Context: an optimization exercise on an open-source flow, tuned for small area, a short achievable clock period and few clock cycles per item. The choices shown serve that exercise and are no tape-out recipe.
Where RTL was checked, it was by simulation tests only, not by an equivalence proof against the original.

## cordic_atan2
module cordic_atan2 (
    input  logic        clk,
    input  logic        rst,
    input  logic        in_valid,
    output logic        in_ready,
    input  logic [31:0] in_x,
    input  logic [31:0] in_y,
    output logic        out_valid,
    input  logic        out_ready,
    output logic [31:0] out_angle,
    output logic [31:0] out_mag,
    output logic        out_zero
);
Settings: LEC_CHECK=0, ABC_AREA=1, CAP_MARGIN=20, CORE_MARGIN=2, CORE_UTILIZATION=40, SLEW_MARGIN=20; clock period 10.0 ns.
standard.sh (not shown) runs the stock make flow with config.mk's settings and CLKGATE_MAP_FILE= SYNTH_SCRIPT=/design/flow/synth_recipe.tcl, a recipe that flattens the netlist after the stock synthesis.
==> flow/flow/run.sh <==
#!/bin/bash
# Standard ORFS layout, with timing repair aimed at a tighter setup margin.
set -euo pipefail
bash standard.sh SETUP_SLACK_MARGIN=6.8 finish > make_finish.log 2>&1
The starting point went through all stages and came out clean.
==> next run, changes <==
==> flow/flow/run.sh (replaced) <==
#!/bin/bash
# Standard ORFS layout, with timing repair aimed at a tighter setup margin.
set -euo pipefail
bash standard.sh SETUP_SLACK_MARGIN=7.2 finish > make_finish.log 2>&1
First-iteration DRC count goes down by about 2.1%.
Global-route usage is higher by 0.86 points.
Worst setup slack is worse by 3.3 ps.
Function was not checked in any run of this note: the RTL went through the layout flow alone.


cordic_atan2, a different RTL version from the one above (not shown whole).
Size: ~140 I/O pins, ~97000 um^2 of cells after synthesis.
Settings: LEC_CHECK=0, CAP_MARGIN=20, CORE_MARGIN=2, CORE_UTILIZATION=40, SLEW_MARGIN=20; clock period 10.0 ns.
==> flow/flow/run.sh <==
#!/bin/bash
# Standard ORFS layout, with timing repair aimed at a tighter setup margin.
set -euo pipefail
bash standard.sh SETUP_SLACK_MARGIN=7 finish > make_finish.log 2>&1
Next try:
==> flow/flow/run.sh (replaced) <==
#!/bin/bash
# Standard ORFS layout, with timing repair aimed at a tighter setup margin.
set -euo pipefail
bash standard.sh SETUP_SLACK_MARGIN=6.5 finish > make_finish.log 2>&1
Design area goes down by 8.5%.
Worst setup slack loses 0.015 ns.
No functional check of the RTL was part of any run of this note.


Setup of job 9398:
cordic_atan2, a different RTL version from the one above (not shown whole).
Size: ~1500 flip-flops, roughly 140 I/O pins, roughly 0.10 sq mm of cells after synthesis.
clock: 10.0 ns
lec_check: 0
abc_area: 1
cap_margin: 20
core_margin: 2
core_utilization: 40
cts_cluster_diameter: 100
cts_cluster_size: 24
slew_margin: 20
==> flow/flow/run.sh <==
#!/bin/bash
# Standard ORFS layout, with timing repair aimed at a tighter setup margin
# and faster buffers on the ports.
set -euo pipefail
bash standard.sh SETUP_SLACK_MARGIN=6.8 "BUFFER_PORTS_ARGS=-buffer_cell sky130_fd_sc_hd__buf_4" finish > make_finish.log 2>&1
Testbench counts of job 9398, summed over its fixed seeds: cycles 664, items 512.
Input-level comparison between job 1322 and job 9398:
# job 9398
export LEC_CHECK = 0
export ABC_AREA = 1
export CAP_MARGIN = 20
export CORE_MARGIN = 2
export CORE_UTILIZATION = 40
export CTS_CLUSTER_DIAMETER = 100
export CTS_CLUSTER_SIZE = 24
export SLEW_MARGIN = 20
create_clock -name core_clock -period 10.0 [get_ports {clk}]
# job 1322
export LEC_CHECK = 0
export ABC_AREA = 1
export CAP_MARGIN = 20
export CORE_MARGIN = 2
export CORE_UTILIZATION = 40
export CTS_BUF_LIST = sky130_fd_sc_hd__clkbuf_4 sky130_fd_sc_hd__clkbuf_8 sky130_fd_sc_hd__clkbuf_16
export CTS_CLUSTER_DIAMETER = 100
export CTS_CLUSTER_SIZE = 24
export SLEW_MARGIN = 20
create_clock -name core_clock -period 10.0 [get_ports {clk}]
## What came out
Worst setup slack across job 1322 and job 9398: no real change.
Compound-gate portion of the synthesized area delta (job 1322 -> job 9398): insignificant
From job 9398 to job 1322, critical path depth did not move at all.
No stage failed in job 1322, and the final checks on the layout all came back clean.
--- input diff job 1322..job 1324 ---
# job 1322
export LEC_CHECK = 0
export ABC_AREA = 1
export CAP_MARGIN = 20
export CORE_MARGIN = 2
export CORE_UTILIZATION = 40
export CTS_BUF_LIST = sky130_fd_sc_hd__clkbuf_4 sky130_fd_sc_hd__clkbuf_8 sky130_fd_sc_hd__clkbuf_16
export CTS_CLUSTER_DIAMETER = 100
export CTS_CLUSTER_SIZE = 24
export SLEW_MARGIN = 20
create_clock -name core_clock -period 10.0 [get_ports {clk}]
# job 1324
export LEC_CHECK = 0
export ABC_AREA = 1
export CAP_MARGIN = 20
export CORE_MARGIN = 2
export CORE_UTILIZATION = 40
export SLEW_MARGIN = 20
create_clock -name core_clock -period 10.0 [get_ports {clk}]
==> flow/flow/run.sh <==
#!/bin/bash
# Standard ORFS layout, with timing repair aimed at a tighter setup margin.
set -euo pipefail
bash standard.sh SETUP_SLACK_MARGIN=6.8 finish > make_finish.log 2>&1
### Flow results
Going from job 1322 to job 1324, met3 wirelength from detailed routing shrinks by 0.33%.
In the reports for job 1324 and job 1322, the smaller non-clock buffer count belongs to job 1322.
In the tables for job 1324 and job 1322, global-route usage reads lower with job 1322.
Share of the clock period used by the worst path was higher in the run labelled job 1324.
Final critical path time including I/O delays and setup: job 1324 worse than job 1322
Job 1322 → job 1324: cell area after layout rose by 2.9%; routed length on met2 went up.
### job 1324 -> job 8649
# job 1324
export LEC_CHECK = 0
export ABC_AREA = 1
export CAP_MARGIN = 20
export CORE_MARGIN = 2
export CORE_UTILIZATION = 40
export SLEW_MARGIN = 20
create_clock -name core_clock -period 10.0 [get_ports {clk}]
# job 8649
export LEC_CHECK = 0
export ABC_AREA = 1
export CAP_MARGIN = 20
export CORE_MARGIN = 2
export CORE_UTILIZATION = 40
export CTS_CLUSTER_DIAMETER = 60
export CTS_CLUSTER_SIZE = 30
export SLEW_MARGIN = 20
create_clock -name core_clock -period 10.0 [get_ports {clk}]
==> flow/flow/run.sh <==
#!/bin/bash
# Standard ORFS layout, with timing repair aimed at a tighter setup margin.
set -euo pipefail
bash standard.sh SETUP_SLACK_MARGIN=6.7 finish > make_finish.log 2>&1
==> comparison <==
Job 8649: area occupied by multi-input gates is about 0.6% lower than what job 1324 reported. When job 8649 is measured against job 1324, its routed wire length turns out about 0.9% lower. Layout overhead on the synthesized area: job 8649 < job 1324.
[inputs] job 9824 vs job 8649
# job 8649
export LEC_CHECK = 0
export ABC_AREA = 1
export CAP_MARGIN = 20
export CORE_MARGIN = 2
export CORE_UTILIZATION = 40
export CTS_CLUSTER_DIAMETER = 60
export CTS_CLUSTER_SIZE = 30
export SLEW_MARGIN = 20
create_clock -name core_clock -period 10.0 [get_ports {clk}]
# job 9824
export LEC_CHECK = 0
export ABC_AREA = 1
export CAP_MARGIN = 20
export CORE_MARGIN = 2
export CORE_UTILIZATION = 40
export CTS_CLUSTER_DIAMETER = 110
export CTS_CLUSTER_SIZE = 28
export SLEW_MARGIN = 20
create_clock -name core_clock -period 10.0 [get_ports {clk}]
==> flow/flow/run.sh <==
#!/bin/bash
# Standard ORFS layout, with timing repair aimed at a tighter setup margin
# and faster buffers on the ports.
set -euo pipefail
bash standard.sh SETUP_SLACK_MARGIN=6.74 "BUFFER_PORTS_ARGS=-buffer_cell sky130_fd_sc_hd__buf_4" finish > make_finish.log 2>&1
## What came out
On via count, job 8649 tracks job 9824 almost exactly. Job 8649 → job 9824: sequential share of layout area now sits higher. Going from job 8649 to job 9824, measured slew at the worst slew-check pin shrinks by 71 ps. Going from job 8649 to job 9824, number of cells in the finished layout apart from fillers down 122.


old:
Another version of the RTL of cordic_atan2 (not shown whole).
Size in the first run: roughly 11,000 cells after synthesis, roughly 140 I/O pins, ~100,000 um2 of cells after synthesis.
export LEC_CHECK = 0
export ABC_AREA = 1
export CAP_MARGIN = 20
export CORE_MARGIN = 2
export CORE_UTILIZATION = 55
export CTS_CLUSTER_DIAMETER = 50
export CTS_CLUSTER_SIZE = 20
export SLEW_MARGIN = 20
create_clock -name core_clock -period 10.0 [get_ports {clk}]
==> flow/flow/run.sh <==
#!/bin/bash
# Standard ORFS layout, with timing repair aimed at a tighter setup margin.
set -euo pipefail
bash standard.sh SETUP_SLACK_MARGIN=6.8 finish > make_finish.log 2>&1
## Diff of input files: new against old
diff --git a/flow/config.mk b/flow/config.mk
--- a/flow/config.mk
+++ b/flow/config.mk
@@ -11,3 +11 @@
-export CORE_UTILIZATION = 55
-export CTS_CLUSTER_DIAMETER = 50
-export CTS_CLUSTER_SIZE = 20
+export CORE_UTILIZATION = 40
Notes after the runs:
Final area ends up lower on old. Relative to old, the non-clock buffer count of new is higher by about 5%. From old to new the numbers moved as follows: number of multi-input combinational cells roughly the same; wire length per cell decreased by 13% relative to the old numbers; area taken by flip-flops and latches neither gained nor lost much; fmax increased by about 1.1% relative to the old numbers. Number of buffers added by the clock tree synthesis step of new exceeds that of old by more than 10%.
Function was not checked in any run of this note: the RTL went through the layout flow alone.

-- static timing again, ports no longer ideal --
Ports are ideal in the flow. The routed layouts listed here were re-timed in OpenROAD. Step 1: set_driving_cell puts a clkbuf_16 on clk and a buf_2 on each other input, an assumption about the parent block. Step 2, shift: input delay + t, output delay - t, t = (earliest + latest rising clock arrival at the registers) / 2. This alone moves slack from input paths to output paths. Slacks: ideal / step 1 / step 2; pairs: ideal / step 1.
run | t, ns | setup WS [ns] | worst setup path after step 2 | latest minus earliest clock arrival (ns) | worst register clock-pin slew, ns
the first run of note 1 | 0.919 | 6.521 / 6.429 / 5.833 | input to register | 0.084 / 0.084 | 0.07 / 0.07
the second run of note 1 | 0.926 | 6.518 / 6.425 / 5.798 | input to register | 0.082 / 0.082 | 0.07 / 0.07
the first run of note 2 | 0.910 | 5.395 / 5.395 / 5.395 | register to register | 0.073 / 0.073 | 0.06 / 0.06
the second run of note 2 | 0.909 | 5.380 / 5.380 / 5.380 | register to register | 0.070 / 0.070 | 0.06 / 0.06
job 9398 | 0.869 | 6.706 / 6.607 / 6.140 | input to register | 0.084 / 0.083 | 0.10 / 0.10
job 1322 | 0.869 | 6.705 / 6.606 / 6.140 | input to register | 0.085 / 0.085 | 0.10 / 0.10
job 1324 | 0.919 | 6.688 / 6.594 / 5.965 | input to register | 0.041 / 0.041 | 0.07 / 0.07
job 8649 | 0.901 | 6.677 / 6.579 / 5.976 | input to register | 0.057 / 0.057 | 0.10 / 0.10
job 9824 | 0.889 | 6.717 / 6.610 / 6.047 | input to register | 0.077 / 0.077 | 0.11 / 0.11
old | 0.903 | 6.652 / 6.567 / 5.981 | input to register | 0.042 / 0.043 | 0.08 / 0.08
new | 0.885 | 6.690 / 6.599 / 6.093 | input to register | 0.078 / 0.078 | 0.07 / 0.07
After both steps every run listed still meets setup and hold. The setup slack of job 1324, which loses most, moves by -0.094 ns with the drivers and by -0.723 ns with both steps.
